This design comes from an exercise in tuning for small area, a short achievable clock period and few clock cycles per item on the open sky130 flow, not from production work.
Function was checked by simulation only, so behaviour that the tests miss may differ from the original.
Power and IR drop assume default switching activity.

## flow/design.v (module list and top-level ports; edited modules follow where they fit)
// module ran_divu: 127 lines
// module ran_mul: 1437 lines
// module rational_arith_normalize_core: 415 lines
module rational_arith_normalize_core #(
  parameter int WIDTH = ran_pkg::WIDTH_DEF
) (
  input  logic clk,
  input  logic rst_n,
  input  logic in_valid,
  output logic in_ready,
  input  logic [ran_pkg::OP_W-1:0] in_operation,
  input  logic signed [ran_pkg::FIELD_W-1:0] in_left_num,
  input  logic signed [ran_pkg::FIELD_W-1:0] in_left_den,
  input  logic signed [ran_pkg::FIELD_W-1:0] in_right_num,
  input  logic signed [ran_pkg::FIELD_W-1:0] in_right_den,
  output logic out_valid,
  input  logic out_ready,
  output logic signed [ran_pkg::FIELD_W-1:0] out_result_num,
  output logic signed [ran_pkg::FIELD_W-1:0] out_result_den,
  output logic [ran_pkg::ST_W-1:0] out_status
);
  // ...
==> flow/run.sh <==
#!/bin/bash
# synth_recipe.tcl (not shown) runs the flow's synth.tcl, then flattens the netlist and writes it again
# the make line also repeats each setting of config.mk as NAME=value (left out here)
make -C /OpenROAD-flow-scripts/flow DESIGN_CONFIG=/design/flow/config.mk WORK_HOME=/design/flow/orfs CLKGATE_MAP_FILE= SYNTH_SCRIPT=/design/flow/synth_recipe.tcl finish
==> flow/config.mk <==
export PLATFORM = sky130hd
export DESIGN_NAME = rational_arith_normalize_core
export DESIGN_NICKNAME = rational_arith_normalize_core
export VERILOG_FILES = /design/flow/design.v
export SDC_FILE = /design/flow/constraint.sdc
export NUM_CORES = 4
export LEC_CHECK = 0
export CAP_MARGIN = 20
export CORE_MARGIN = 2
export CORE_UTILIZATION = 35
export SETUP_SLACK_MARGIN = 5
export SLEW_MARGIN = 20
==> flow/constraint.sdc <==
create_clock -name core_clock -period 11.0 [get_ports {clk}]
set_input_delay 2.2000 -clock core_clock [delete_from_list [all_inputs] [get_ports {clk}]]
set_output_delay 2.2000 -clock core_clock [all_outputs]
set_load 0.01 [all_outputs]
==> impl_results.md, run 1 <==
* Run status: complete, no violations
* Simple-gate share of the synthesized area at 0.173
* Number of flops mapped to enable cells by yosys at 692
* Hold_ws at 0.326 ns
* GRT met3 Usage at 0.0726
* Clock power share at 0.282
* Gate power share at 0.361
* Filler cells at 21089
* Max Cap Viol at 0
* Seq cells post-synth at 906
* CP endpoint: u_fe.a_r[55]
* Stages on worst setup path at 16
* Achievable Freq at 166 MHz
* Critical path arrival at 6.44 ns
* CP startpoint: u_fe.b_r[24]
* Wire per inst at 32.1 um
* DIE AREA at 217000 um2
* Layout cell share with drive strength beyond 1 at 0.0817
* Core Util, Final at 0.402
* Max reg flops at 65
* Synth unique cells at 96
* DR WL met3 at 37.5 mm
* Post-CTS setup buffer count at 24
* GRT Residual Overflow at 0
* Width of the die at 466 um
* Leak Pwr at 32.2 nW
* Setup Viol. Count Final at 0
* Cts repair resizes at 111
* Inverter count at 752
* Multi-input gates at 6126
* Syn Std Cell Area at 74800 um2
* Synth area leaders: edfxtp_1 (28%), fa_1 (13%), dfxtp_1 (5.7%), nand2_1 (5.2%), ha_1 (5.0%)
* Comb group at 4.55 mW
* Fraction of area in multi-input gates at 0.545
* Reg2Reg Capture Point: u_fe.a_r[55]
* Pint at 7.50 mW
* Clock buf count at 116
* Least-Margin Pin Slew at 1.27 ns
* Ys Warns at 2
* Final Max Slew Viols at 0
* Multi-input logic area at 46500 um2
* Crit share post-route at 0.546
* Largest net degree at the start of global routing at 111
Testbench counts, summed over its fixed seeds: cycles 18,149, items 960.
==> module ran_divu, before the edit <==
module ran_divu (
  input  logic        clk,
  input  logic        rst_n,
  input  logic        p_first,    
  input  logic        p_last,     
  input  logic        p_dneg,     
  input  logic        we_a,       
  input  logic        we_b,       
  input  logic [64:0] macc,
  input  logic        release_i,  
  output logic        idle,       
  output logic        done,       
  output logic [64:0] a,          
  output logic [63:0] b,
  output logic [63:0] h,
  output logic [31:0] ns_lo,
  output logic [31:0] ds_lo,
  output logic        ovf,
  output logic        neg_res,
  output logic        zden,
  output logic        znum,
  output logic        dneg
);
  typedef enum logic [2:0] { P_IDLE, P_P, P_D1, P_D2, P_FULL } pstate_t;
  typedef enum logic [1:0] { G_IDLE, G_RUN, G_DONE } gstate_t;
  pstate_t ps_r;
  gstate_t gs_r;
  logic [64:0] pa_r;          
  logic [63:0] pb_r;          
  logic pdneg_r;
  logic [63:0] a_r;           
  logic [63:0] b_r;
  logic [63:0] ns_r, ds_r;    
  logic nneg_r, dneg_r, zden_r, znum_r;
  logic [63:0] pabs;
  logic pa_zero, pb_zero, load;
  assign pabs = pa_r[64] ? (~pa_r[63:0] + 64'd1) : pa_r[63:0];
  assign pa_zero = (pa_r == '0);
  assign pb_zero = (pb_r == '0);
  assign load = (ps_r == P_FULL) && ((gs_r == G_IDLE) || release_i);
  logic [64:0] dab, sab, gx, tzv;
  logic [63:0] gsh;
  logic a_ge_b, g_to_a, g_eq, both_odd, g_done, g_neg;
  assign dab = {1'b0, a_r} - {1'b0, b_r};
  assign sab = {1'b0, a_r} + {1'b0, b_r};
  assign a_ge_b = !dab[64];
  assign g_eq = (a_r == b_r);
  assign both_odd = a_r[0] && b_r[0];
  assign g_done = (gs_r == G_RUN) && ((both_odd && g_eq) || (a_r == '0)) && (ns_r[0] || ds_r[0]);
  always_comb begin
    g_neg = 1'b0;
    if (!a_r[0]) gx = {1'b0, a_r};
    else if (!b_r[0]) gx = {1'b0, b_r};
    else if (a_r[1] != b_r[1]) gx = sab;
    else if (a_ge_b) gx = dab;
    else if (dab[8:2] != '0) begin gx = ~dab; g_neg = 1'b1; end
    else gx = sab;
    tzv = g_neg ? dab : gx;
    if (tzv[1]) gsh = gx[64:1];
    else if (tzv[2]) gsh = gx[64:2];
    else if (tzv[3]) gsh = {1'b0, gx[64:3]};
    else if (tzv[4]) gsh = {2'b0, gx[64:4]};
    else if (tzv[5]) gsh = {3'b0, gx[64:5]};
    else if (tzv[6]) gsh = {4'b0, gx[64:6]};
    else if (tzv[7]) gsh = {5'b0, gx[64:7]};
    else gsh = {6'b0, gx[64:8]};
    if (g_neg) gsh[0] = 1'b1;
  end
  assign g_to_a = !a_r[0] || (b_r[0] && a_ge_b);
  logic hsmall, ge_n, eq_n, ge_d;
  assign hsmall = (b_r[63:33] == '0);
  assign ge_n = hsmall && (ns_r[63:31] >= b_r[32:0]);
  assign eq_n = hsmall && (ns_r[63:31] == b_r[32:0]) && (ns_r[30:0] == '0);
  assign ge_d = hsmall && (ds_r[63:31] >= b_r[32:0]);
  assign neg_res = nneg_r ^ dneg_r;
  assign ovf = (neg_res ? (ge_n && !eq_n) : ge_n) || ge_d;
  always_ff @(posedge clk) begin
    if (!rst_n) begin
      ps_r <= P_IDLE;
      gs_r <= G_IDLE;
    end else begin
      case (ps_r)
        P_IDLE: if (p_last) ps_r <= P_D1; else if (p_first) ps_r <= P_P;
        P_P: if (p_last) ps_r <= P_D1;
        P_D1: ps_r <= P_D2;
        P_D2: ps_r <= P_FULL;
        P_FULL: if (load) ps_r <= P_IDLE;
        default: ps_r <= P_IDLE;
      endcase
      if (load) gs_r <= (pa_zero || pb_zero) ? G_DONE : G_RUN;
      else if (release_i) gs_r <= G_IDLE;
      else if (g_done) gs_r <= G_DONE;
    end
  end
  always_ff @(posedge clk) begin
    if (we_a) pa_r <= macc;
    if (we_b) pb_r <= macc[63:0];
    if (p_last) pdneg_r <= p_dneg;
    if (load) begin
      a_r <= pabs;
      b_r <= pb_r;
      ns_r <= pabs;
      ds_r <= pb_r;
      nneg_r <= pa_r[64];
      dneg_r <= pdneg_r;
      zden_r <= pb_zero;
      znum_r <= pa_zero;
    end else if (gs_r == G_RUN) begin
      if (!ns_r[0] && !ds_r[0]) begin
        ns_r <= {1'b0, ns_r[63:1]};
        ds_r <= {1'b0, ds_r[63:1]};
      end
      if (g_to_a) a_r <= gsh;
      else b_r <= gsh;
    end
  end
  assign idle = (ps_r == P_IDLE);
  assign done = (gs_r == G_DONE) || g_done;
  assign a = pa_r;
  assign b = pb_r;
  assign h = b_r;
  assign ns_lo = ns_r[31:0];
  assign ds_lo = ds_r[31:0];
  assign zden = zden_r;
  assign znum = znum_r;
  assign dneg = dneg_r;
endmodule
==> inputs of run 2 (changes only) <==
--- a/flow/design.v
+++ b/flow/design.v
@@ -51,19 +51,21 @@
   logic pa_zero, pb_zero, load;
   assign pabs = pa_r[64] ? (~pa_r[63:0] + 64'd1) : pa_r[63:0];
   assign pa_zero = (pa_r == '0);
   assign pb_zero = (pb_r == '0);
   assign load = (ps_r == P_FULL) && ((gs_r == G_IDLE) || release_i);
   logic [64:0] dab, sab, gx, tzv;
   logic [63:0] gsh;
   logic a_ge_b, g_to_a, g_eq, both_odd, g_done, g_neg;
-  assign dab = {1'b0, a_r} - {1'b0, b_r};
-  assign sab = {1'b0, a_r} + {1'b0, b_r};
-  assign a_ge_b = !dab[64];
+  logic [64:0] dabc;
+  ran_add64 u_dab (.a(a_r), .b(~b_r), .ci(1'b1), .y(dabc));
+  ran_add64 u_sab (.a(a_r), .b(b_r), .ci(1'b0), .y(sab));
+  assign dab = {!dabc[64], dabc[63:0]};
+  assign a_ge_b = dabc[64];
   assign g_eq = (a_r == b_r);
   assign both_odd = a_r[0] && b_r[0];
   assign g_done = (gs_r == G_RUN) && ((both_odd && g_eq) || (a_r == '0)) && (ns_r[0] || ds_r[0]);
   always_comb begin
     g_neg = 1'b0;
     if (!a_r[0]) gx = {1'b0, a_r};
     else if (!b_r[0]) gx = {1'b0, b_r};
     else if (a_r[1] != b_r[1]) gx = sab;
@@ -1572,16 +1574,894 @@
   assign c[44] = fs432;
   assign s[45] = fc432;
   assign c[45] = fs433;
   assign s[46] = fc433;
   assign c[46] = pp15[31];
   assign s[47] = 1'b0;
   assign c[47] = 1'b0;
 endmodule
+module ran_add64 (
+  input  logic [63:0] a,
+  input  logic [63:0] b,
+  input  logic ci,
+  output logic [64:0] y
+);
+  logic [63:0] p0, g0;
+  assign p0 = a ^ b;
+  assign g0 = (a & b) | {{63{1'b0}}, ci & (a[0] ^ b[0])};
+  logic gn0, pn0;
+  assign gn0 = g0[1] | (p0[1] & g0[0]);
+  assign pn0 = p0[1] & p0[0];
+  logic gn1, pn1;
+  assign gn1 = g0[3] | (p0[3] & g0[2]);
+  assign pn1 = p0[3] & p0[2];
+  logic gn2, pn2;
+  assign gn2 = g0[5] | (p0[5] & g0[4]);
+  assign pn2 = p0[5] & p0[4];
+  logic gn3, pn3;
+  assign gn3 = g0[7] | (p0[7] & g0[6]);
+  assign pn3 = p0[7] & p0[6];
+  logic gn4, pn4;
+  assign gn4 = g0[9] | (p0[9] & g0[8]);
+  assign pn4 = p0[9] & p0[8];
+  logic gn5, pn5;
+  assign gn5 = g0[11] | (p0[11] & g0[10]);
+  assign pn5 = p0[11] & p0[10];
+  logic gn6, pn6;
+  assign gn6 = g0[13] | (p0[13] & g0[12]);
+  assign pn6 = p0[13] & p0[12];
+  logic gn7, pn7;
+  assign gn7 = g0[15] | (p0[15] & g0[14]);
+  assign pn7 = p0[15] & p0[14];
+  logic gn8, pn8;
+  assign gn8 = g0[17] | (p0[17] & g0[16]);
+  assign pn8 = p0[17] & p0[16];
+  logic gn9, pn9;
+  assign gn9 = g0[19] | (p0[19] & g0[18]);
+  assign pn9 = p0[19] & p0[18];
+  logic gn10, pn10;
+  assign gn10 = g0[21] | (p0[21] & g0[20]);
+  assign pn10 = p0[21] & p0[20];
+  logic gn11, pn11;
+  assign gn11 = g0[23] | (p0[23] & g0[22]);
+  assign pn11 = p0[23] & p0[22];
+  logic gn12, pn12;
+  assign gn12 = g0[25] | (p0[25] & g0[24]);
+  assign pn12 = p0[25] & p0[24];
+  logic gn13, pn13;
+  assign gn13 = g0[27] | (p0[27] & g0[26]);
+  assign pn13 = p0[27] & p0[26];
+  logic gn14, pn14;
+  assign gn14 = g0[29] | (p0[29] & g0[28]);
+  assign pn14 = p0[29] & p0[28];
+  logic gn15, pn15;
+  assign gn15 = g0[31] | (p0[31] & g0[30]);
+  assign pn15 = p0[31] & p0[30];
+  logic gn16, pn16;
+  assign gn16 = g0[33] | (p0[33] & g0[32]);
+  assign pn16 = p0[33] & p0[32];
+  logic gn17, pn17;
+  assign gn17 = g0[35] | (p0[35] & g0[34]);
+  assign pn17 = p0[35] & p0[34];
+  logic gn18, pn18;
+  assign gn18 = g0[37] | (p0[37] & g0[36]);
+  assign pn18 = p0[37] & p0[36];
+  logic gn19, pn19;
+  assign gn19 = g0[39] | (p0[39] & g0[38]);
+  assign pn19 = p0[39] & p0[38];
+  logic gn20, pn20;
+  assign gn20 = g0[41] | (p0[41] & g0[40]);
+  assign pn20 = p0[41] & p0[40];
+  logic gn21, pn21;
+  assign gn21 = g0[43] | (p0[43] & g0[42]);
+  assign pn21 = p0[43] & p0[42];
+  logic gn22, pn22;
+  assign gn22 = g0[45] | (p0[45] & g0[44]);
+  assign pn22 = p0[45] & p0[44];
+  logic gn23, pn23;
+  assign gn23 = g0[47] | (p0[47] & g0[46]);
+  assign pn23 = p0[47] & p0[46];
+  logic gn24, pn24;
+  assign gn24 = g0[49] | (p0[49] & g0[48]);
+  assign pn24 = p0[49] & p0[48];
+  logic gn25, pn25;
+  assign gn25 = g0[51] | (p0[51] & g0[50]);
+  assign pn25 = p0[51] & p0[50];
+  logic gn26, pn26;
+  assign gn26 = g0[53] | (p0[53] & g0[52]);
+  assign pn26 = p0[53] & p0[52];
+  logic gn27, pn27;
+  assign gn27 = g0[55] | (p0[55] & g0[54]);
+  assign pn27 = p0[55] & p0[54];
+  logic gn28, pn28;
+  assign gn28 = g0[57] | (p0[57] & g0[56]);
+  assign pn28 = p0[57] & p0[56];
+  logic gn29, pn29;
+  assign gn29 = g0[59] | (p0[59] & g0[58]);
+  assign pn29 = p0[59] & p0[58];
+  logic gn30, pn30;
+  assign gn30 = g0[61] | (p0[61] & g0[60]);
+  assign pn30 = p0[61] & p0[60];
+  logic gn31, pn31;
+  assign gn31 = g0[63] | (p0[63] & g0[62]);
+  assign pn31 = p0[63] & p0[62];
+  logic gn32, pn32;
+  assign gn32 = gn1 | (pn1 & gn0);
+  assign pn32 = pn1 & pn0;
+  logic gn33, pn33;
+  assign gn33 = gn3 | (pn3 & gn2);
+  assign pn33 = pn3 & pn2;
+  logic gn34, pn34;
+  assign gn34 = gn5 | (pn5 & gn4);
+  assign pn34 = pn5 & pn4;
+  logic gn35, pn35;
+  assign gn35 = gn7 | (pn7 & gn6);
+  assign pn35 = pn7 & pn6;
+  logic gn36, pn36;
+  assign gn36 = gn9 | (pn9 & gn8);
+  assign pn36 = pn9 & pn8;
+  logic gn37, pn37;
+  assign gn37 = gn11 | (pn11 & gn10);
+  assign pn37 = pn11 & pn10;
+  logic gn38, pn38;
+  assign gn38 = gn13 | (pn13 & gn12);
+  assign pn38 = pn13 & pn12;
+  logic gn39, pn39;
+  assign gn39 = gn15 | (pn15 & gn14);
+  assign pn39 = pn15 & pn14;
+  logic gn40, pn40;
+  assign gn40 = gn17 | (pn17 & gn16);
+  assign pn40 = pn17 & pn16;
+  logic gn41, pn41;
+  assign gn41 = gn19 | (pn19 & gn18);
+  assign pn41 = pn19 & pn18;
+  logic gn42, pn42;
+  assign gn42 = gn21 | (pn21 & gn20);
+  assign pn42 = pn21 & pn20;
+  logic gn43, pn43;
+  assign gn43 = gn23 | (pn23 & gn22);
+  assign pn43 = pn23 & pn22;
+  logic gn44, pn44;
+  assign gn44 = gn25 | (pn25 & gn24);
+  assign pn44 = pn25 & pn24;
+  logic gn45, pn45;
+  assign gn45 = gn27 | (pn27 & gn26);
+  assign pn45 = pn27 & pn26;
+  logic gn46, pn46;
+  assign gn46 = gn29 | (pn29 & gn28);
+  assign pn46 = pn29 & pn28;
+  logic gn47, pn47;
+  assign gn47 = gn31 | (pn31 & gn30);
+  assign pn47 = pn31 & pn30;
+  logic gn48, pn48;
+  assign gn48 = gn33 | (pn33 & gn32);
+  assign pn48 = pn33 & pn32;
+  logic gn49, pn49;
+  assign gn49 = gn35 | (pn35 & gn34);
+  assign pn49 = pn35 & pn34;
+  logic gn50, pn50;
+  assign gn50 = gn37 | (pn37 & gn36);
+  assign pn50 = pn37 & pn36;
+  logic gn51, pn51;
+  assign gn51 = gn39 | (pn39 & gn38);
+  assign pn51 = pn39 & pn38;
+  logic gn52, pn52;
+  assign gn52 = gn41 | (pn41 & gn40);
+  assign pn52 = pn41 & pn40;
+  logic gn53, pn53;
+  assign gn53 = gn43 | (pn43 & gn42);
+  assign pn53 = pn43 & pn42;
+  logic gn54, pn54;
+  assign gn54 = gn45 | (pn45 & gn44);
+  assign pn54 = pn45 & pn44;
+  logic gn55, pn55;
+  assign gn55 = gn47 | (pn47 & gn46);
+  assign pn55 = pn47 & pn46;
+  logic gn56, pn56;
+  assign gn56 = gn49 | (pn49 & gn48);
+  assign pn56 = pn49 & pn48;
+  logic gn57, pn57;
+  assign gn57 = gn51 | (pn51 & gn50);
+  assign pn57 = pn51 & pn50;
+  logic gn58, pn58;
+  assign gn58 = gn53 | (pn53 & gn52);
+  assign pn58 = pn53 & pn52;
+  logic gn59, pn59;
+  assign gn59 = gn55 | (pn55 & gn54);
+  assign pn59 = pn55 & pn54;
+  logic gn60, pn60;
+  assign gn60 = gn57 | (pn57 & gn56);
+  assign pn60 = pn57 & pn56;
+  logic gn61, pn61;
+  assign gn61 = gn59 | (pn59 & gn58);
+  assign pn61 = pn59 & pn58;
+  logic gn62, pn62;
+  assign gn62 = gn61 | (pn61 & gn60);
+  assign pn62 = pn61 & pn60;
+  logic gn63, pn63;
+  assign gn63 = gn58 | (pn58 & gn60);
+  assign pn63 = pn58 & pn60;
+  logic gn64, pn64;
+  assign gn64 = gn50 | (pn50 & gn56);
+  assign pn64 = pn50 & pn56;
+  logic gn65, pn65;
+  assign gn65 = gn52 | (pn52 & gn60);
+  assign pn65 = pn52 & pn60;
+  logic gn66, pn66;
+  assign gn66 = gn54 | (pn54 & gn63);
+  assign pn66 = pn54 & pn63;
+  logic gn67, pn67;
+  assign gn67 = gn34 | (pn34 & gn48);
+  assign pn67 = pn34 & pn48;
+  logic gn68, pn68;
+  assign gn68 = gn36 | (pn36 & gn56);
+  assign pn68 = pn36 & pn56;
+  logic gn69, pn69;
+  assign gn69 = gn38 | (pn38 & gn64);
+  assign pn69 = pn38 & pn64;
+  logic gn70, pn70;
+  assign gn70 = gn40 | (pn40 & gn60);
+  assign pn70 = pn40 & pn60;
+  logic gn71, pn71;
+  assign gn71 = gn42 | (pn42 & gn65);
+  assign pn71 = pn42 & pn65;
+  logic gn72, pn72;
+  assign gn72 = gn44 | (pn44 & gn63);
+  assign pn72 = pn44 & pn63;
+  logic gn73, pn73;
+  assign gn73 = gn46 | (pn46 & gn66);
+  assign pn73 = pn46 & pn66;
+  logic gn74, pn74;
+  assign gn74 = gn2 | (pn2 & gn32);
+  assign pn74 = pn2 & pn32;
+  logic gn75, pn75;
+  assign gn75 = gn4 | (pn4 & gn48);
+  assign pn75 = pn4 & pn48;
+  logic gn76, pn76;
+  assign gn76 = gn6 | (pn6 & gn67);
+  assign pn76 = pn6 & pn67;
+  logic gn77, pn77;
+  assign gn77 = gn8 | (pn8 & gn56);
+  assign pn77 = pn8 & pn56;
+  logic gn78, pn78;
+  assign gn78 = gn10 | (pn10 & gn68);
+  assign pn78 = pn10 & pn68;
+  logic gn79, pn79;
+  assign gn79 = gn12 | (pn12 & gn64);
+  assign pn79 = pn12 & pn64;
+  logic gn80, pn80;
+  assign gn80 = gn14 | (pn14 & gn69);
+  assign pn80 = pn14 & pn69;
+  logic gn81, pn81;
+  assign gn81 = gn16 | (pn16 & gn60);
+  assign pn81 = pn16 & pn60;
+  logic gn82, pn82;
+  assign gn82 = gn18 | (pn18 & gn70);
+  assign pn82 = pn18 & pn70;
+  logic gn83, pn83;
+  assign gn83 = gn20 | (pn20 & gn65);
+  assign pn83 = pn20 & pn65;
+  logic gn84, pn84;
+  assign gn84 = gn22 | (pn22 & gn71);
+  assign pn84 = pn22 & pn71;
+  logic gn85, pn85;
+  assign gn85 = gn24 | (pn24 & gn63);
+  assign pn85 = pn24 & pn63;
+  logic gn86, pn86;
+  assign gn86 = gn26 | (pn26 & gn72);
+  assign pn86 = pn26 & pn72;
+  logic gn87, pn87;
+  assign gn87 = gn28 | (pn28 & gn66);
+  assign pn87 = pn28 & pn66;
+  logic gn88, pn88;
+  assign gn88 = gn30 | (pn30 & gn73);
+  assign pn88 = pn30 & pn73;
+  logic gn89, pn89;
+  assign gn89 = g0[2] | (p0[2] & gn0);
+  assign pn89 = p0[2] & pn0;
+  logic gn90, pn90;
+  assign gn90 = g0[4] | (p0[4] & gn32);
+  assign pn90 = p0[4] & pn32;
+  logic gn91, pn91;
+  assign gn91 = g0[6] | (p0[6] & gn74);
+  assign pn91 = p0[6] & pn74;
+  logic gn92, pn92;
+  assign gn92 = g0[8] | (p0[8] & gn48);
+  assign pn92 = p0[8] & pn48;
+  logic gn93, pn93;
+  assign gn93 = g0[10] | (p0[10] & gn75);
+  assign pn93 = p0[10] & pn75;
+  logic gn94, pn94;
+  assign gn94 = g0[12] | (p0[12] & gn67);
+  assign pn94 = p0[12] & pn67;
+  logic gn95, pn95;
+  assign gn95 = g0[14] | (p0[14] & gn76);
+  assign pn95 = p0[14] & pn76;
+  logic gn96, pn96;
+  assign gn96 = g0[16] | (p0[16] & gn56);
+  assign pn96 = p0[16] & pn56;
+  logic gn97, pn97;
+  assign gn97 = g0[18] | (p0[18] & gn77);
+  assign pn97 = p0[18] & pn77;
+  logic gn98, pn98;
+  assign gn98 = g0[20] | (p0[20] & gn68);
+  assign pn98 = p0[20] & pn68;
+  logic gn99, pn99;
+  assign gn99 = g0[22] | (p0[22] & gn78);
+  assign pn99 = p0[22] & pn78;
+  logic gn100, pn100;
+  assign gn100 = g0[24] | (p0[24] & gn64);
+  assign pn100 = p0[24] & pn64;
+  logic gn101, pn101;
+  assign gn101 = g0[26] | (p0[26] & gn79);
+  assign pn101 = p0[26] & pn79;
+  logic gn102, pn102;
+  assign gn102 = g0[28] | (p0[28] & gn69);
+  assign pn102 = p0[28] & pn69;
+  logic gn103, pn103;
+  assign gn103 = g0[30] | (p0[30] & gn80);
+  assign pn103 = p0[30] & pn80;
+  logic gn104, pn104;
+  assign gn104 = g0[32] | (p0[32] & gn60);
+  assign pn104 = p0[32] & pn60;
+  logic gn105, pn105;
+  assign gn105 = g0[34] | (p0[34] & gn81);
+  assign pn105 = p0[34] & pn81;
+  logic gn106, pn106;
+  assign gn106 = g0[36] | (p0[36] & gn70);
+  assign pn106 = p0[36] & pn70;
+  logic gn107, pn107;
+  assign gn107 = g0[38] | (p0[38] & gn82);
+  assign pn107 = p0[38] & pn82;
+  logic gn108, pn108;
+  assign gn108 = g0[40] | (p0[40] & gn65);
+  assign pn108 = p0[40] & pn65;
+  logic gn109, pn109;
+  assign gn109 = g0[42] | (p0[42] & gn83);
+  assign pn109 = p0[42] & pn83;
+  logic gn110, pn110;
+  assign gn110 = g0[44] | (p0[44] & gn71);
+  assign pn110 = p0[44] & pn71;
+  logic gn111, pn111;
+  assign gn111 = g0[46] | (p0[46] & gn84);
+  assign pn111 = p0[46] & pn84;
+  logic gn112, pn112;
+  assign gn112 = g0[48] | (p0[48] & gn63);
+  assign pn112 = p0[48] & pn63;
+  logic gn113, pn113;
+  assign gn113 = g0[50] | (p0[50] & gn85);
+  assign pn113 = p0[50] & pn85;
+  logic gn114, pn114;
+  assign gn114 = g0[52] | (p0[52] & gn72);
+  assign pn114 = p0[52] & pn72;
+  logic gn115, pn115;
+  assign gn115 = g0[54] | (p0[54] & gn86);
+  assign pn115 = p0[54] & pn86;
+  logic gn116, pn116;
+  assign gn116 = g0[56] | (p0[56] & gn66);
+  assign pn116 = p0[56] & pn66;
+  logic gn117, pn117;
+  assign gn117 = g0[58] | (p0[58] & gn87);
+  assign pn117 = p0[58] & pn87;
+  logic gn118, pn118;
+  assign gn118 = g0[60] | (p0[60] & gn73);
+  assign pn118 = p0[60] & pn73;
+  logic gn119, pn119;
+  assign gn119 = g0[62] | (p0[62] & gn88);
+  assign pn119 = p0[62] & pn88;
+  logic [64:0] c;
+  assign c[0] = ci;
+  assign c[1] = g0[0];
+  assign c[2] = gn0;
+  assign c[3] = gn89;
+  assign c[4] = gn32;
+  assign c[5] = gn90;
+  assign c[6] = gn74;
+  assign c[7] = gn91;
+  assign c[8] = gn48;
+  assign c[9] = gn92;
+  assign c[10] = gn75;
+  assign c[11] = gn93;
+  assign c[12] = gn67;
+  assign c[13] = gn94;
+  assign c[14] = gn76;
+  assign c[15] = gn95;
+  assign c[16] = gn56;
+  assign c[17] = gn96;
+  assign c[18] = gn77;
+  assign c[19] = gn97;
+  assign c[20] = gn68;
+  assign c[21] = gn98;
+  assign c[22] = gn78;
+  assign c[23] = gn99;
+  assign c[24] = gn64;
+  assign c[25] = gn100;
+  assign c[26] = gn79;
+  assign c[27] = gn101;
+  assign c[28] = gn69;
+  assign c[29] = gn102;
+  assign c[30] = gn80;
+  assign c[31] = gn103;
+  assign c[32] = gn60;
+  assign c[33] = gn104;
+  assign c[34] = gn81;
+  assign c[35] = gn105;
+  assign c[36] = gn70;
+  assign c[37] = gn106;
+  assign c[38] = gn82;
+  assign c[39] = gn107;
+  assign c[40] = gn65;
+  assign c[41] = gn108;
+  assign c[42] = gn83;
+  assign c[43] = gn109;
+  assign c[44] = gn71;
+  assign c[45] = gn110;
+  assign c[46] = gn84;
+  assign c[47] = gn111;
+  assign c[48] = gn63;
+  assign c[49] = gn112;
+  assign c[50] = gn85;
+  assign c[51] = gn113;
+  assign c[52] = gn72;
+  assign c[53] = gn114;
+  assign c[54] = gn86;
+  assign c[55] = gn115;
+  assign c[56] = gn66;
+  assign c[57] = gn116;
+  assign c[58] = gn87;
+  assign c[59] = gn117;
+  assign c[60] = gn73;
+  assign c[61] = gn118;
+  assign c[62] = gn88;
+  assign c[63] = gn119;
+  assign c[64] = gn62;
+  assign y = {c[64], p0 ^ c[63:0]};
+endmodule
+module ran_add65 (
+  input  logic [64:0] a,
+  input  logic [64:0] b,
+  input  logic ci,
+  output logic [65:0] y
+);
+  logic [64:0] p0, g0;
+  assign p0 = a ^ b;
+  assign g0 = (a & b) | {{64{1'b0}}, ci & (a[0] ^ b[0])};
+  logic gn0, pn0;
+  assign gn0 = g0[1] | (p0[1] & g0[0]);
+  assign pn0 = p0[1] & p0[0];
+  logic gn1, pn1;
+  assign gn1 = g0[3] | (p0[3] & g0[2]);
+  assign pn1 = p0[3] & p0[2];
+  logic gn2, pn2;
+  assign gn2 = g0[5] | (p0[5] & g0[4]);
+  assign pn2 = p0[5] & p0[4];
+  logic gn3, pn3;
+  assign gn3 = g0[7] | (p0[7] & g0[6]);
+  assign pn3 = p0[7] & p0[6];
+  logic gn4, pn4;
+  assign gn4 = g0[9] | (p0[9] & g0[8]);
+  assign pn4 = p0[9] & p0[8];
+  logic gn5, pn5;
+  assign gn5 = g0[11] | (p0[11] & g0[10]);
+  assign pn5 = p0[11] & p0[10];
+  logic gn6, pn6;
+  assign gn6 = g0[13] | (p0[13] & g0[12]);
+  assign pn6 = p0[13] & p0[12];
+  logic gn7, pn7;
+  assign gn7 = g0[15] | (p0[15] & g0[14]);
+  assign pn7 = p0[15] & p0[14];
+  logic gn8, pn8;
+  assign gn8 = g0[17] | (p0[17] & g0[16]);
+  assign pn8 = p0[17] & p0[16];
+  logic gn9, pn9;
+  assign gn9 = g0[19] | (p0[19] & g0[18]);
+  assign pn9 = p0[19] & p0[18];
+  logic gn10, pn10;
+  assign gn10 = g0[21] | (p0[21] & g0[20]);
+  assign pn10 = p0[21] & p0[20];
+  logic gn11, pn11;
+  assign gn11 = g0[23] | (p0[23] & g0[22]);
+  assign pn11 = p0[23] & p0[22];
+  logic gn12, pn12;
+  assign gn12 = g0[25] | (p0[25] & g0[24]);
+  assign pn12 = p0[25] & p0[24];
+  logic gn13, pn13;
+  assign gn13 = g0[27] | (p0[27] & g0[26]);
+  assign pn13 = p0[27] & p0[26];
+  logic gn14, pn14;
+  assign gn14 = g0[29] | (p0[29] & g0[28]);
+  assign pn14 = p0[29] & p0[28];
+  logic gn15, pn15;
+  assign gn15 = g0[31] | (p0[31] & g0[30]);
+  assign pn15 = p0[31] & p0[30];
+  logic gn16, pn16;
+  assign gn16 = g0[33] | (p0[33] & g0[32]);
+  assign pn16 = p0[33] & p0[32];
+  logic gn17, pn17;
+  assign gn17 = g0[35] | (p0[35] & g0[34]);
+  assign pn17 = p0[35] & p0[34];
+  logic gn18, pn18;
+  assign gn18 = g0[37] | (p0[37] & g0[36]);
+  assign pn18 = p0[37] & p0[36];
+  logic gn19, pn19;
+  assign gn19 = g0[39] | (p0[39] & g0[38]);
+  assign pn19 = p0[39] & p0[38];
+  logic gn20, pn20;
+  assign gn20 = g0[41] | (p0[41] & g0[40]);
+  assign pn20 = p0[41] & p0[40];
+  logic gn21, pn21;
+  assign gn21 = g0[43] | (p0[43] & g0[42]);
+  assign pn21 = p0[43] & p0[42];
+  logic gn22, pn22;
+  assign gn22 = g0[45] | (p0[45] & g0[44]);
+  assign pn22 = p0[45] & p0[44];
+  logic gn23, pn23;
+  assign gn23 = g0[47] | (p0[47] & g0[46]);
+  assign pn23 = p0[47] & p0[46];
+  logic gn24, pn24;
+  assign gn24 = g0[49] | (p0[49] & g0[48]);
+  assign pn24 = p0[49] & p0[48];
+  logic gn25, pn25;
+  assign gn25 = g0[51] | (p0[51] & g0[50]);
+  assign pn25 = p0[51] & p0[50];
+  logic gn26, pn26;
+  assign gn26 = g0[53] | (p0[53] & g0[52]);
+  assign pn26 = p0[53] & p0[52];
+  logic gn27, pn27;
+  assign gn27 = g0[55] | (p0[55] & g0[54]);
+  assign pn27 = p0[55] & p0[54];
+  logic gn28, pn28;
+  assign gn28 = g0[57] | (p0[57] & g0[56]);
+  assign pn28 = p0[57] & p0[56];
+  logic gn29, pn29;
+  assign gn29 = g0[59] | (p0[59] & g0[58]);
+  assign pn29 = p0[59] & p0[58];
+  logic gn30, pn30;
+  assign gn30 = g0[61] | (p0[61] & g0[60]);
+  assign pn30 = p0[61] & p0[60];
+  logic gn31, pn31;
+  assign gn31 = g0[63] | (p0[63] & g0[62]);
+  assign pn31 = p0[63] & p0[62];
+  logic gn32, pn32;
+  assign gn32 = gn1 | (pn1 & gn0);
+  assign pn32 = pn1 & pn0;
+  logic gn33, pn33;
+  assign gn33 = gn3 | (pn3 & gn2);
+  assign pn33 = pn3 & pn2;
+  logic gn34, pn34;
+  assign gn34 = gn5 | (pn5 & gn4);
+  assign pn34 = pn5 & pn4;
+  logic gn35, pn35;
+  assign gn35 = gn7 | (pn7 & gn6);
+  assign pn35 = pn7 & pn6;
+  logic gn36, pn36;
+  assign gn36 = gn9 | (pn9 & gn8);
+  assign pn36 = pn9 & pn8;
+  logic gn37, pn37;
+  assign gn37 = gn11 | (pn11 & gn10);
+  assign pn37 = pn11 & pn10;
+  logic gn38, pn38;
+  assign gn38 = gn13 | (pn13 & gn12);
+  assign pn38 = pn13 & pn12;
+  logic gn39, pn39;
+  assign gn39 = gn15 | (pn15 & gn14);
+  assign pn39 = pn15 & pn14;
+  logic gn40, pn40;
+  assign gn40 = gn17 | (pn17 & gn16);
+  assign pn40 = pn17 & pn16;
+  logic gn41, pn41;
+  assign gn41 = gn19 | (pn19 & gn18);
+  assign pn41 = pn19 & pn18;
+  logic gn42, pn42;
+  assign gn42 = gn21 | (pn21 & gn20);
+  assign pn42 = pn21 & pn20;
+  logic gn43, pn43;
+  assign gn43 = gn23 | (pn23 & gn22);
+  assign pn43 = pn23 & pn22;
+  logic gn44, pn44;
+  assign gn44 = gn25 | (pn25 & gn24);
+  assign pn44 = pn25 & pn24;
+  logic gn45, pn45;
+  assign gn45 = gn27 | (pn27 & gn26);
+  assign pn45 = pn27 & pn26;
+  logic gn46, pn46;
+  assign gn46 = gn29 | (pn29 & gn28);
+  assign pn46 = pn29 & pn28;
+  logic gn47, pn47;
+  assign gn47 = gn31 | (pn31 & gn30);
+  assign pn47 = pn31 & pn30;
+  logic gn48, pn48;
+  assign gn48 = gn33 | (pn33 & gn32);
+  assign pn48 = pn33 & pn32;
+  logic gn49, pn49;
+  assign gn49 = gn35 | (pn35 & gn34);
+  assign pn49 = pn35 & pn34;
+  logic gn50, pn50;
+  assign gn50 = gn37 | (pn37 & gn36);
+  assign pn50 = pn37 & pn36;
+  logic gn51, pn51;
+  assign gn51 = gn39 | (pn39 & gn38);
+  assign pn51 = pn39 & pn38;
+  logic gn52, pn52;
+  assign gn52 = gn41 | (pn41 & gn40);
+  assign pn52 = pn41 & pn40;
+  logic gn53, pn53;
+  assign gn53 = gn43 | (pn43 & gn42);
+  assign pn53 = pn43 & pn42;
+  logic gn54, pn54;
+  assign gn54 = gn45 | (pn45 & gn44);
+  assign pn54 = pn45 & pn44;
+  logic gn55, pn55;
+  assign gn55 = gn47 | (pn47 & gn46);
+  assign pn55 = pn47 & pn46;
+  logic gn56, pn56;
+  assign gn56 = gn49 | (pn49 & gn48);
+  assign pn56 = pn49 & pn48;
+  logic gn57, pn57;
+  assign gn57 = gn51 | (pn51 & gn50);
+  assign pn57 = pn51 & pn50;
+  logic gn58, pn58;
+  assign gn58 = gn53 | (pn53 & gn52);
+  assign pn58 = pn53 & pn52;
+  logic gn59, pn59;
+  assign gn59 = gn55 | (pn55 & gn54);
+  assign pn59 = pn55 & pn54;
+  logic gn60, pn60;
+  assign gn60 = gn57 | (pn57 & gn56);
+  assign pn60 = pn57 & pn56;
+  logic gn61, pn61;
+  assign gn61 = gn59 | (pn59 & gn58);
+  assign pn61 = pn59 & pn58;
+  logic gn62, pn62;
+  assign gn62 = gn61 | (pn61 & gn60);
+  assign pn62 = pn61 & pn60;
+  logic gn63, pn63;
+  assign gn63 = gn58 | (pn58 & gn60);
+  assign pn63 = pn58 & pn60;
+  logic gn64, pn64;
+  assign gn64 = gn50 | (pn50 & gn56);
+  assign pn64 = pn50 & pn56;
+  logic gn65, pn65;
+  assign gn65 = gn52 | (pn52 & gn60);
+  assign pn65 = pn52 & pn60;
+  logic gn66, pn66;
+  assign gn66 = gn54 | (pn54 & gn63);
+  assign pn66 = pn54 & pn63;
+  logic gn67, pn67;
+  assign gn67 = gn34 | (pn34 & gn48);
+  assign pn67 = pn34 & pn48;
+  logic gn68, pn68;
+  assign gn68 = gn36 | (pn36 & gn56);
+  assign pn68 = pn36 & pn56;
+  logic gn69, pn69;
+  assign gn69 = gn38 | (pn38 & gn64);
+  assign pn69 = pn38 & pn64;
+  logic gn70, pn70;
+  assign gn70 = gn40 | (pn40 & gn60);
+  assign pn70 = pn40 & pn60;
+  logic gn71, pn71;
+  assign gn71 = gn42 | (pn42 & gn65);
+  assign pn71 = pn42 & pn65;
+  logic gn72, pn72;
+  assign gn72 = gn44 | (pn44 & gn63);
+  assign pn72 = pn44 & pn63;
+  logic gn73, pn73;
+  assign gn73 = gn46 | (pn46 & gn66);
+  assign pn73 = pn46 & pn66;
+  logic gn74, pn74;
+  assign gn74 = gn2 | (pn2 & gn32);
+  assign pn74 = pn2 & pn32;
+  logic gn75, pn75;
+  assign gn75 = gn4 | (pn4 & gn48);
+  assign pn75 = pn4 & pn48;
+  logic gn76, pn76;
+  assign gn76 = gn6 | (pn6 & gn67);
+  assign pn76 = pn6 & pn67;
+  logic gn77, pn77;
+  assign gn77 = gn8 | (pn8 & gn56);
+  assign pn77 = pn8 & pn56;
+  logic gn78, pn78;
+  assign gn78 = gn10 | (pn10 & gn68);
+  assign pn78 = pn10 & pn68;
+  logic gn79, pn79;
+  assign gn79 = gn12 | (pn12 & gn64);
+  assign pn79 = pn12 & pn64;
+  logic gn80, pn80;
+  assign gn80 = gn14 | (pn14 & gn69);
+  assign pn80 = pn14 & pn69;
+  logic gn81, pn81;
+  assign gn81 = gn16 | (pn16 & gn60);
+  assign pn81 = pn16 & pn60;
+  logic gn82, pn82;
+  assign gn82 = gn18 | (pn18 & gn70);
+  assign pn82 = pn18 & pn70;
+  logic gn83, pn83;
+  assign gn83 = gn20 | (pn20 & gn65);
+  assign pn83 = pn20 & pn65;
+  logic gn84, pn84;
+  assign gn84 = gn22 | (pn22 & gn71);
+  assign pn84 = pn22 & pn71;
+  logic gn85, pn85;
+  assign gn85 = gn24 | (pn24 & gn63);
+  assign pn85 = pn24 & pn63;
+  logic gn86, pn86;
+  assign gn86 = gn26 | (pn26 & gn72);
+  assign pn86 = pn26 & pn72;
+  logic gn87, pn87;
+  assign gn87 = gn28 | (pn28 & gn66);
+  assign pn87 = pn28 & pn66;
+  logic gn88, pn88;
+  assign gn88 = gn30 | (pn30 & gn73);
+  assign pn88 = pn30 & pn73;
+  logic gn89, pn89;
+  assign gn89 = g0[2] | (p0[2] & gn0);
+  assign pn89 = p0[2] & pn0;
+  logic gn90, pn90;
+  assign gn90 = g0[4] | (p0[4] & gn32);
+  assign pn90 = p0[4] & pn32;
+  logic gn91, pn91;
+  assign gn91 = g0[6] | (p0[6] & gn74);
+  assign pn91 = p0[6] & pn74;
+  logic gn92, pn92;
+  assign gn92 = g0[8] | (p0[8] & gn48);
+  assign pn92 = p0[8] & pn48;
+  logic gn93, pn93;
+  assign gn93 = g0[10] | (p0[10] & gn75);
+  assign pn93 = p0[10] & pn75;
+  logic gn94, pn94;
+  assign gn94 = g0[12] | (p0[12] & gn67);
+  assign pn94 = p0[12] & pn67;
+  logic gn95, pn95;
+  assign gn95 = g0[14] | (p0[14] & gn76);
+  assign pn95 = p0[14] & pn76;
+  logic gn96, pn96;
+  assign gn96 = g0[16] | (p0[16] & gn56);
+  assign pn96 = p0[16] & pn56;
+  logic gn97, pn97;
+  assign gn97 = g0[18] | (p0[18] & gn77);
+  assign pn97 = p0[18] & pn77;
+  logic gn98, pn98;
+  assign gn98 = g0[20] | (p0[20] & gn68);
+  assign pn98 = p0[20] & pn68;
+  logic gn99, pn99;
+  assign gn99 = g0[22] | (p0[22] & gn78);
+  assign pn99 = p0[22] & pn78;
+  logic gn100, pn100;
+  assign gn100 = g0[24] | (p0[24] & gn64);
+  assign pn100 = p0[24] & pn64;
+  logic gn101, pn101;
+  assign gn101 = g0[26] | (p0[26] & gn79);
+  assign pn101 = p0[26] & pn79;
+  logic gn102, pn102;
+  assign gn102 = g0[28] | (p0[28] & gn69);
+  assign pn102 = p0[28] & pn69;
+  logic gn103, pn103;
+  assign gn103 = g0[30] | (p0[30] & gn80);
+  assign pn103 = p0[30] & pn80;
+  logic gn104, pn104;
+  assign gn104 = g0[32] | (p0[32] & gn60);
+  assign pn104 = p0[32] & pn60;
+  logic gn105, pn105;
+  assign gn105 = g0[34] | (p0[34] & gn81);
+  assign pn105 = p0[34] & pn81;
+  logic gn106, pn106;
+  assign gn106 = g0[36] | (p0[36] & gn70);
+  assign pn106 = p0[36] & pn70;
+  logic gn107, pn107;
+  assign gn107 = g0[38] | (p0[38] & gn82);
+  assign pn107 = p0[38] & pn82;
+  logic gn108, pn108;
+  assign gn108 = g0[40] | (p0[40] & gn65);
+  assign pn108 = p0[40] & pn65;
+  logic gn109, pn109;
+  assign gn109 = g0[42] | (p0[42] & gn83);
+  assign pn109 = p0[42] & pn83;
+  logic gn110, pn110;
+  assign gn110 = g0[44] | (p0[44] & gn71);
+  assign pn110 = p0[44] & pn71;
+  logic gn111, pn111;
+  assign gn111 = g0[46] | (p0[46] & gn84);
+  assign pn111 = p0[46] & pn84;
+  logic gn112, pn112;
+  assign gn112 = g0[48] | (p0[48] & gn63);
+  assign pn112 = p0[48] & pn63;
+  logic gn113, pn113;
+  assign gn113 = g0[50] | (p0[50] & gn85);
+  assign pn113 = p0[50] & pn85;
+  logic gn114, pn114;
+  assign gn114 = g0[52] | (p0[52] & gn72);
+  assign pn114 = p0[52] & pn72;
+  logic gn115, pn115;
+  assign gn115 = g0[54] | (p0[54] & gn86);
+  assign pn115 = p0[54] & pn86;
+  logic gn116, pn116;
+  assign gn116 = g0[56] | (p0[56] & gn66);
+  assign pn116 = p0[56] & pn66;
+  logic gn117, pn117;
+  assign gn117 = g0[58] | (p0[58] & gn87);
+  assign pn117 = p0[58] & pn87;
+  logic gn118, pn118;
+  assign gn118 = g0[60] | (p0[60] & gn73);
+  assign pn118 = p0[60] & pn73;
+  logic gn119, pn119;
+  assign gn119 = g0[62] | (p0[62] & gn88);
+  assign pn119 = p0[62] & pn88;
+  logic gn120, pn120;
+  assign gn120 = g0[64] | (p0[64] & gn62);
+  assign pn120 = p0[64] & pn62;
+  logic [65:0] c;
+  assign c[0] = ci;
+  assign c[1] = g0[0];
+  assign c[2] = gn0;
+  assign c[3] = gn89;
+  assign c[4] = gn32;
+  assign c[5] = gn90;
+  assign c[6] = gn74;
+  assign c[7] = gn91;
+  assign c[8] = gn48;
+  assign c[9] = gn92;
+  assign c[10] = gn75;
+  assign c[11] = gn93;
+  assign c[12] = gn67;
+  assign c[13] = gn94;
+  assign c[14] = gn76;
+  assign c[15] = gn95;
+  assign c[16] = gn56;
+  assign c[17] = gn96;
+  assign c[18] = gn77;
+  assign c[19] = gn97;
+  assign c[20] = gn68;
+  assign c[21] = gn98;
+  assign c[22] = gn78;
+  assign c[23] = gn99;
+  assign c[24] = gn64;
+  assign c[25] = gn100;
+  assign c[26] = gn79;
+  assign c[27] = gn101;
+  assign c[28] = gn69;
+  assign c[29] = gn102;
+  assign c[30] = gn80;
+  assign c[31] = gn103;
+  assign c[32] = gn60;
+  assign c[33] = gn104;
+  assign c[34] = gn81;
+  assign c[35] = gn105;
+  assign c[36] = gn70;
+  assign c[37] = gn106;
+  assign c[38] = gn82;
+  assign c[39] = gn107;
+  assign c[40] = gn65;
+  assign c[41] = gn108;
+  assign c[42] = gn83;
+  assign c[43] = gn109;
+  assign c[44] = gn71;
+  assign c[45] = gn110;
+  assign c[46] = gn84;
+  assign c[47] = gn111;
+  assign c[48] = gn63;
+  assign c[49] = gn112;
+  assign c[50] = gn85;
+  assign c[51] = gn113;
+  assign c[52] = gn72;
+  assign c[53] = gn114;
+  assign c[54] = gn86;
+  assign c[55] = gn115;
+  assign c[56] = gn66;
+  assign c[57] = gn116;
+  assign c[58] = gn87;
+  assign c[59] = gn117;
+  assign c[60] = gn73;
+  assign c[61] = gn118;
+  assign c[62] = gn88;
+  assign c[63] = gn119;
+  assign c[64] = gn62;
+  assign c[65] = gn120;
+  assign y = {c[65], p0 ^ c[64:0]};
+endmodule
 `timescale 1ns / 1ps
 import ran_pkg::*;
 module rational_arith_normalize_core #(
   parameter int WIDTH = ran_pkg::WIDTH_DEF
 ) (
   input  logic clk,
   input  logic rst_n,
   input  logic in_valid,
@@ -1787,18 +2667,20 @@
   ran_mul u_mul (.x(mx), .y(my), .s(ms), .c(mc));
   always_comb begin
     mbase = {63'd0, bs2_r[0], 1'b0} | ({65{bs2_r[1]}} & fe_a) |
             ({65{bs2_r[2]}} & {1'b0, fe_b}) | ({65{bs2_r[5]}} & {33'd0, eb_r});
     sv = (hi_r ? {1'b0, s_r, 16'd0} : {17'd0, s_r}) ^ {65{sub_r}};
     cv = (hi_r ? {1'b0, c_r, 16'd0} : {17'd0, c_r}) ^ {65{sub_r}};
     ts = mbase ^ sv ^ cv;
     tc = (mbase & sv) | (mbase & cv) | (sv & cv);
-    macc = ts + {tc[63:0], sub_r} + {64'd0, sub_r};
   end
+  logic [65:0] macc_c;
+  ran_add65 u_acc (.a(ts), .b({tc[63:0], sub_r}), .ci(sub_r), .y(macc_c));
+  assign macc = macc_c[64:0];
   logic handoff, take, bfree;
   assign bfree = (bs_r == B_IDLE);
   logic hzero, ofree;
   assign ofree = !ovalid_r;
   assign hzero = fe_zden || fe_znum;
   assign handoff = fe_done && bfree && (!hzero || (!bjust_r && !bjust2_r && ofree));
   ran_divu u_fe (
     .clk(clk), .rst_n(rst_n),
==> flow/config.mk (replaced) <==
export PLATFORM = sky130hd
export DESIGN_NAME = rational_arith_normalize_core
export DESIGN_NICKNAME = rational_arith_normalize_core
export VERILOG_FILES = /design/flow/design.v
export SDC_FILE = /design/flow/constraint.sdc
export NUM_CORES = 4
export LEC_CHECK = 0
export CAP_MARGIN = 20
export CORE_MARGIN = 2
export CORE_UTILIZATION = 40
export SETUP_SLACK_MARGIN = 5
export SLEW_MARGIN = 20
==> run 2 against run 1 <==
- the layout now fails its checks (max-capacitance violations, max-slew violations)
- wire length is 14% lower
- via count is 11% lower
- sequential cell count stayed put
- area after synthesis is 4.6% lower
- combinational power is 21% lower
- sequential power is 3% lower
- clock skew is 0.019 ns higher
- first-iteration DRC count is 13% lower
- synthesized cell count is 9.8% lower
- cell count is 11% lower
- hold slack better by 0.0046 ns
- register-to-register slack better by 0.02 ns
- critical endpoint is now u_fe.a_r[33]
==> impl_results.md, run 2 <==
* Top cells by count, synth: inv_1 (806), nand2_1 (745), nor2_1 (732) (was nand2_1 (1045), inv_1 (745), edfxtp_1 (692))
* Initial DRC count at 8401 (was 9651)
* Yosys top cell area share at 0.291 (was 0.278)
* Post-CTS Hold Fix Bufs at 0 (unchanged)
* Peak supply drop at 0.176 mV (was 0.186 mV)
* Crit Path Class: flip-flop to flip-flop (unchanged)
* Setup slack, reg-to-reg at 5.01 ns (was 4.99 ns)
* Reg-to-reg critical path startpoint: u_fe.b_r[7] (was u_fe.b_r[24])
* Clock latency (worst-skew pair) at 0.78 ns (was 0.76 ns)
* Vias in the first global route at 59258 (was 67159)
* Seq cells post-synth at 906 (unchanged)
* Ports at 203 (unchanged)
* Synthesized instance count at 7444 (was 8250)
* WHS Endpoint: bs2_r[2] (was bs2_r[0])
* Hold path depth at 0 (unchanged)
* R2R depth at 17 (was 16)
* Register area share after synthesis at 0.351 (was 0.335)
* Setup Viol. Count Final at 0 (unchanged)
* # nets final at 8554 (was 9231)
* Hold Startpoint: bs1_r[2] (was bs1_r[0])
* Overall routing resource usage at 0.330 (was 0.323)
* Leak Pwr at 32.3 nW (was 32.2 nW)
* Die Y at 426 um (was 466 um)
* CP max stage delay at 0.57 ns (was 0.66 ns)
* Syn avg cell area at 9.58 um2 (was 9.07 um2)
* Synth unique cells at 99 (was 96)
* Wire per inst at 31.0 um (was 32.1 um)
* Crit share post-route at 0.545 (was 0.546)
* Gpl congestion at 1.02 (was 1.04)
* CTS sink cnt at 906 (unchanged)
* Width of the die at 426 um (was 466 um)
* Layout cell share with drive strength beyond 1 at 0.0867 (was 0.0817)
* Initial Utilization at 0.404 (was 0.352)
* H-Tree Depth at 3 (unchanged)
* CTS tree: built (unchanged)
* Std-Cell Rows at 154 (was 169)
* Clock buffer count from CTS at 99 (was 98)
* Final hold violations at 0 (unchanged)
* Syn-to-layout area delta at 14.1% (was 14.0%)
* Reg2Reg Capture Point: u_fe.a_r[33] (was u_fe.a_r[55])
* RSZ-0062 raised after global routing: true (unchanged)
* Dpl cells at 9690 (was 10997)
* Final Max Slew Viols at 6 (was 0)
* Hold Crit Class: flip-flop to flip-flop (unchanged)
* Crit-path leading delay family: simple AND/OR/NAND/NOR gates (unchanged)
* Hpwl dp at 232 mm (was 281 mm)
* Most common cell in the netlist: inv_1 (was nand2_1)
* Final std cells w/o fill at 9977 (was 11231)
* Clk_skew at 0.0857 ns (was 0.0670 ns)
* CP endpoint kind: flip-flop (unchanged)
* Tot Pwr at 11.4 mW (was 12.6 mW)
* IO buf count at 202 (unchanged)
* Initial antenna violation count at 8 (was 24)
* Top FF cell, synth: edfxtp_1 (unchanged)
* Post-synth net total at 8448 (was 9165)
* Largest net degree at the start of global routing at 147 (was 111)
* Pwr dens at 141 nW/um2 (was 148 nW/um2)
* Slowest CP cell: edfxtp_1 (was ha_1)
* Clock root cell: clkbuf_16 (unchanged)
* Final instance area at 81400 um2 (was 85200 um2)
* Req. time, crit path at 11.47 ns (was 11.43 ns)
* Critical path arrival at 6.46 ns (was 6.44 ns)
* Max reg flops at 65 (unchanged)
* GRT Residual Overflow at 0 (unchanged)
* Blocking Checks: max-capacitance violations, max-slew violations
* Crit-path cells: inv_2, ha_2, nand4_1, nor3_1, nand2_1, nor4_4, o21ai_0, a21oi_2, o21a_4, o21ai_4, buf_4, buf_12, nand4_1, buf_4, nor2_1, a32oi_1, o211ai_1 (was inv_1, ha_1, nand4_1, nor2_1, nand4_1, nor2_2, o21ai_1, or3_1, a21o_4, clkinv_8, nor3_2, buf_4, a221oi_1, o211ai_1, o21ai_1, o21ai_0)
* Least-Margin Pin Slew at 1.56 ns (was 1.27 ns)
* Number of flops mapped to enable cells by yosys at 692 (unchanged)
* Drt pass-1 iters at 11 (was 12)
* Crit Path Max Fanout at 146 (was 48)
* Achievable Freq at 167 MHz (was 166 MHz)
* Max Cap Viol at 1 (was 0)
* First-pass GRT wire length at 431 mm (was 505 mm)
* Post-route setup TNS at 0 ns (unchanged)
* Slew HR at -0.0504 (was 0.152)
* Most common cell after layout, fill and taps aside: inv_1 (was nand2_1)
* Startpoint types: flip-flop (unchanged)
* Final wirelength at 309 mm (was 360 mm)
* Ys Warns at 2 (unchanged)
* CTS max path bufs at 3 (unchanged)
* DIE AREA at 182000 um2 (was 217000 um2)
* Via density at 6.17 (was 6.15)
* Register with the most flip-flops: u_fe.pa_r (unchanged)
* Largest area contributor in the netlist: edfxtp_1 (unchanged)
* Minimum clock period at 5.99 ns (was 6.01 ns)
* Ys async rst share at 0 (unchanged)
* Clk slew on worst S/H paths at 0.07 ns (was 0.06 ns)
* Via count at 61535 (was 69070)
* Run status: finished with violations (was complete, no violations)
* Syn Std Cell Area at 71300 um2 (was 74800 um2)
* # DRC at 0 (unchanged)
* Synth area leaders: edfxtp_1 (29%), fa_1 (16%), dfxtp_1 (6.0%), ha_1 (5.1%), inv_1 (4.2%) (was edfxtp_1 (28%), fa_1 (13%), dfxtp_1 (5.7%), nand2_1 (5.2%), ha_1 (5.0%))
* ANT nets after route at 0 (unchanged)
* Crit path buf inv count at 4 (was 3)
* Core area at 177000 um2 (was 212000 um2)
* Placed Area at 76100 um2 (was 80500 um2)
* Commonest non-fill, non-tap cells in the layout: inv_1 (793), nand2_1 (738), nor2_1 (721), edfxtp_1 (692), fa_1 (574) (was nand2_1 (1036), inv_1 (729), edfxtp_1 (692), nor2_1 (645), fa_1 (484))
run 2: changes by cell type after synthesis, sizes merged, moves of 28 or more:
cell	change
nand2	-300
a21oi	-143
fa	+93
nor2	+70
xnor2	-70
nand3	-69
inv	+59
nor3	-54
o211ai	-50
mux2i	-44
nand2b	-39
o221ai	+31
a21o	-28
run 2: final cells by class:
type / instances / area [um2]
antenna: 2 / 5.00
timing repair buffer: 445 / 4220
clock inverter: 52 / 643
clock buffer: 134 / 2740
multi-input combinational: 5290 / 42700
sequential: 906 / 25100
inverter: 808 / 3080
tap: 2340 / 2930
fill: 16574 / 95300
run 2: power breakdown:
group          leakage (nW)  internal, mW  switching, mW  total, mW
logic                  22.6          1.11           2.47       3.58
registers              8.06          4.14          0.222       4.36
clock network          1.63          1.96           1.55       3.51
total                  32.3          7.21           4.23       11.4
run 2: kinds of logic after synthesis:
| family | Yosys count | synth area share |
|---|---|---|
| simple gates | 2284 | 0.148 |
| compound gates | 1661 | 0.160 |
| buf+inv | 1251 | 0.0663 |
| flops | 906 | 0.351 |
| fa+ha+maj | 869 | 0.213 |
| xor+xnor | 359 | 0.0441 |
| mux | 114 | 0.0166 |
run 2: through the flow:
step / setup slack, ns / util / hold WS, ns
after floorplan: 5.02 / - / 0.310
after detailed placement: 3.60 / 0.431 / 0.322
after CTS: 4.95 / 0.455 / 0.331
after global routing: 4.94 / 0.461 / 0.337
final: 5.01 / 0.461 / 0.330
after global placement: 3.63 / 0.431 / 0.323
run 2: per-layer routing:
metal	vias to the layer above	routed length, um	track usage
met1	30464	117000	0.430
met5	-	34	0
met4	6	26400	0.229
li1	26226	-	-
met2	4000	130000	0.483
met3	839	35600	0.0782
run 2: worst max path at each step:
stage	from	end	slack [ns]	depth (start not counted)
global route	u_fe.b_r[0]	u_fe.b_r[42]	4.94	24
floorplan	u_fe.a_r[0]	u_fe.a_r[44]	5.02	24
detailed placement	u_fe.b_r[3]	u_fe.b_r[17]	3.60	22
global placement	u_fe.b_r[0]	u_fe.b_r[9]	3.63	23
finish	u_fe.b_r[7]	u_fe.a_r[33]	5.01	17
CTS	u_fe.b_r[0]	u_fe.b_r[17]	4.95	23
run 2: worst register-to-register path: cells and delay by family, from the launching register on:
kind / cells / cell delay [ns]
buffers and inverters: 4 / 1.09
and+or+nand+nor: 6 / 2.04
AOI/OAI and AO/OA: 6 / 1.49
adders and majority gates: 1 / 0.51
DFF: 1 / 0.57
run 2: repair_timing:
action	in CTS	in global routing
setup endpoints to repair	619	256
pin swaps	7	33
gates resized for setup	126	103
gates cloned	2	8
setup buffers	30	58
Testbench counts of run 2, summed over its fixed seeds: cycles 18,149, items 960.
==> inputs of run 3 (changes only) <==
--- a/flow/config.mk
+++ b/flow/config.mk
@@ -7,6 +7,6 @@
 export LEC_CHECK = 0
 export CAP_MARGIN = 20
 export CORE_MARGIN = 2
-export CORE_UTILIZATION = 40
+export CORE_UTILIZATION = 50
 export SETUP_SLACK_MARGIN = 5
 export SLEW_MARGIN = 20
==> run 3 against run 2 <==
- cell count fell by 4.4%
- sequential power about the same
- utilization grew 11 points
- critical path type unchanged
- clock skew down 0.020 ns
- worst setup slack worse by 0.043 ns
- largest cell class unchanged
- register-to-register slack worse by 0.04 ns
- hold slack improved by 0.0020 ns
- largest power group unchanged
- now clean on timing, DRC and antenna
- critical endpoint is now u_fe.b_r[19]
- total power rose by 0.11%
==> impl_results.md, run 3 <==
* Layout cell share with drive strength beyond 1 at 0.0898 (was 0.0867)
* Syn Std Cell Area at 71300 um2 (unchanged)
* Register with the most flip-flops: u_fe.pa_r (unchanged)
* Tot Pwr at 11.5 mW (was 11.4 mW)
* CTS tree: built (unchanged)
* Initial DRC count at 9025 (was 8401)
* Clock root cell: clkbuf_16 (unchanged)
* Clock power share at 0.301 (was 0.307)
* DIE AREA at 146000 um2 (was 182000 um2)
* Placed Area at 75500 um2 (was 76100 um2)
* Clk slew on worst S/H paths at 0.07 ns (about the same)
* # DRC at 0 (unchanged)
* Critical path arrival at 6.52 ns (was 6.46 ns)
* Most common cell after layout, fill and taps aside: inv_1 (unchanged)
* RSZ-0062 raised after global routing: false (was true)
* Slew HR at 0.104 (was -0.0504)
* CP endpoint kind: flip-flop (unchanged)
* Run status: complete, no violations (was finished with violations)
* DR WL met3 at 33.0 mm (was 35.6 mm)
* Sequential power share at 0.379 (was 0.381)
* Dpl cells at 9239 (was 9690)
* ANT nets after route at 0 (unchanged)
* Via count at 61630 (was 61535)
* Hold Crit Class: flip-flop to flip-flop (unchanged)
* Achievable Freq at 166 MHz (was 167 MHz)
* Initial Utilization at 0.504 (was 0.404)
* Top Metal Used: met5 (unchanged)
* Wl on met1 at 110 mm (was 117 mm)
* Ys Warns at 2 (unchanged)
* Final hold violations at 0 (unchanged)
* H-Tree Depth at 3 (unchanged)
* Wire per inst at 31.5 um (was 31.0 um)
* GRT Residual Overflow at 0 (unchanged)
* Final std cells w/o fill at 9541 (was 9977)
* Crit Path Max Fanout at 15 (was 146)
* Leak Pwr at 32.3 nW (about the same)
* Seq cells post-synth at 906 (unchanged)
* Post-synth net total at 8448 (unchanged)
* Core area at 142000 um2 (was 177000 um2)
* Max Cap Viol at 0 (was 1)
* Syn avg cell area at 9.58 um2 (unchanged)
* Startpoint types: flip-flop (unchanged)
* Final wirelength at 300 mm (was 309 mm)
* Synthesized instance count at 7444 (unchanged)
* Crit share post-route at 0.549 (was 0.545)
* Vias in the first global route at 58981 (was 59258)
* Die Y at 382 um (was 426 um)
* Minimum clock period at 6.04 ns (was 5.99 ns)
* Post-place setup slack at 3.77 ns (was 3.60 ns)
* Worst setup margin at 4.96 ns (was 5.01 ns)
* Number of flops mapped to enable cells by yosys at 692 (unchanged)
* Drt pass-1 iters at 21 (was 11)
* Initial antenna violation count at 12 (was 8)
* Setup Viol. Count Final at 0 (unchanged)
* Top cells by count, synth: inv_1 (806), nand2_1 (745), nor2_1 (732) (unchanged)
* Gpl congestion at 1.04 (was 1.02)
* CTS sink cnt at 906 (unchanged)
* Top FF cell, synth: edfxtp_1 (unchanged)
* Final instance area at 81000 um2 (was 81400 um2)
* Final Max Slew Viols at 0 (was 6)
* Synth area leaders: edfxtp_1 (29%), fa_1 (16%), dfxtp_1 (6.0%), ha_1 (5.1%), inv_1 (4.2%) (unchanged)
* Register area share after synthesis at 0.351 (unchanged)
* Std-Cell Rows at 138 (was 154)
* Pint at 7.19 mW (was 7.21 mW)
* IO buf count at 202 (unchanged)
* Core Util, Final at 0.572 (was 0.461)
* Clk_skew at 0.0656 ns (was 0.0857 ns)
* Ys async rst share at 0 (unchanged)
* Syn-to-layout area delta at 13.5% (was 14.1%)
* Most common cell in the netlist: inv_1 (unchanged)
* Gate power share at 0.320 (was 0.313)
* Overall routing resource usage at 0.402 (was 0.330)
* Crit Path Class: flip-flop to flip-flop (unchanged)
* Least-Margin Pin Slew at 1.33 ns (was 1.56 ns)
* Synth unique cells at 99 (unchanged)
* CTS max path bufs at 3 (unchanged)
* NetSw at 4.27 mW (was 4.23 mW)
* Met2 routed WL at 129 mm (was 130 mm)
* Yosys top cell area share at 0.291 (unchanged)
* Switching Share at 0.373 (was 0.370)
* Largest net degree at the start of global routing at 137 (was 147)
* Width of the die at 382 um (was 426 um)
* Req. time, crit path at 11.48 ns (was 11.47 ns)
* Clock buffer count from CTS at 96 (was 99)
* Filler cells at 12472 (was 16574)
* Pwr dens at 141 nW/um2 (about the same)
* Largest area contributor in the netlist: edfxtp_1 (unchanged)
* Post-route setup TNS at 0 ns (unchanged)
* Hold_ws at 0.332 ns (was 0.330 ns)
* Ports at 203 (unchanged)
* Clock latency (worst-skew pair) at 0.76 ns (was 0.78 ns)
* Peak supply drop at 0.169 mV (was 0.176 mV)
* Hpwl dp at 225 mm (was 232 mm)
* First-pass GRT wire length at 423 mm (was 431 mm)
* # nets final at 8569 (was 8554)
* Post-CTS Hold Fix Bufs at 0 (unchanged)
* Max reg flops at 65 (unchanged)
* Via density at 6.46 (was 6.17)
* Commonest non-fill, non-tap cells in the layout: inv_1 (788), nand2_1 (738), nor2_1 (720), edfxtp_1 (692), fa_1 (571) (was inv_1 (793), nand2_1 (738), nor2_1 (721), edfxtp_1 (692), fa_1 (574))
-- run 3: cell counts after synthesis --
Identical to the previous run, type by type.
-- run 3: area by class of cell --
cell class | count | area [um2] | area share
inverters | 808 | 3110 | 0.0385
flip-flops and latches | 906 | 25100 | 0.310
diodes | 3 | 7.51 | 0.0000927
multi-input cells | 5290 | 42700 | 0.528
repair buffers | 463 | 4400 | 0.0544
clock inverters | 66 | 764 | 0.00944
clock buffers | 115 | 2510 | 0.0311
well taps | 1890 | 2360 | 0.0292
-- run 3: power by group through the flow --
stage               logic (mW)  clock network (mW)  registers [mW]
CTS                       3.56                3.44            4.34
global route              3.83                3.57            4.35
finish                    3.66                3.45            4.35
global placement          3.48                   0            4.41
detailed placement        3.53                   0            4.41
floorplan                 1.87                   0            4.27
-- run 3: worst max-delay path, cell delays in order (launching register included) --
cell and delay, ns:
edfxtp_1 0.57, ha_1 0.49, inv_1 0.11, nor3_1 0.33, nand2_1 0.44, o21ai_0 0.51
nor2_2 0.24, buf_4 0.25, a21oi_2 0.71, buf_4 0.40, a22oi_1 0.15, or2_2 0.32
o2111ai_1 0.45, nor2_1 0.18, a221oi_1 0.41, o22ai_1 0.16
-- run 3: metal layers --
metal,GRT usage,vias to the layer above
li1,-,26281
met1,0.517,30399
met2,0.607,4014
met3,0.0884,928
met4,0.277,8
met5,0,-
-- run 3: cells by family (layout without fill, tap and decap cells) --
family                   after synthesis  after routing  share of synthesized area
flip-flops                           906            906                      0.351
XOR/XNOR                             359            359                     0.0441
AO/OA/AOI/OAI                       1661           1662                      0.160
AND/OR/NAND/NOR                     2284           2286                      0.148
buffers and inverters               1251           1452                     0.0663
other                                  0              3                          0
multiplexers                         114            114                     0.0166
adder cells (fa/ha/maj)              869            869                      0.213
-- run 3: final timing paths --
kind	slack, ns	cells past startpoint	startpoint	end
worst max-delay path	4.96	15	u_fe.a_r[61]	u_fe.b_r[19]
worst min-delay path	0.33	0	bs1_r[5]	bs2_r[5]
worst min register to register	0.33	0	bs1_r[5]	bs2_r[5]
worst max register to register	4.96	15	u_fe.a_r[61]	u_fe.b_r[19]
-- run 3: timing repair --
item                                    CTS  global route
pin swaps                                11            40
buffers inserted                         26            77
endpoints found under the setup margin  586           389
resized for setup                       118           132
cloned                                    4             7

## afterwards: timing with drivers on the ports
No port has a modelled driver above. Below, the same layouts with a new extraction and two added sets of constraints. Step 1 (the two cells are an assumption about what drives the block):
set clk [get_ports {clk}]
set_driving_cell -lib_cell sky130_fd_sc_hd__clkbuf_16 $clk
set_driving_cell -lib_cell sky130_fd_sc_hd__buf_2 [delete_from_list [all_inputs] $clk]
Step 2 adds t to the input delays and takes it off the output delays; t is the mean of the earliest and latest rising clock arrival at the registers after step 1. Input paths then give back, and output paths get back, about the clock's delay inside the block. Slacks: ideal / step 1 / step 2; pairs: ideal / step 1.
| run | shift t [ns] | slack for setup (ns) | slew at the worst register clock pin (ns) |
|---|---|---|---|
| run 1 | 0.813 | 4.992 / 4.992 / 4.992 | 0.07 / 0.07 |
| run 2 | 0.819 | 5.007 / 5.007 / 5.007 | 0.07 / 0.07 |
| run 3 | 0.808 | 4.964 / 4.964 / 4.964 | 0.07 / 0.07 |
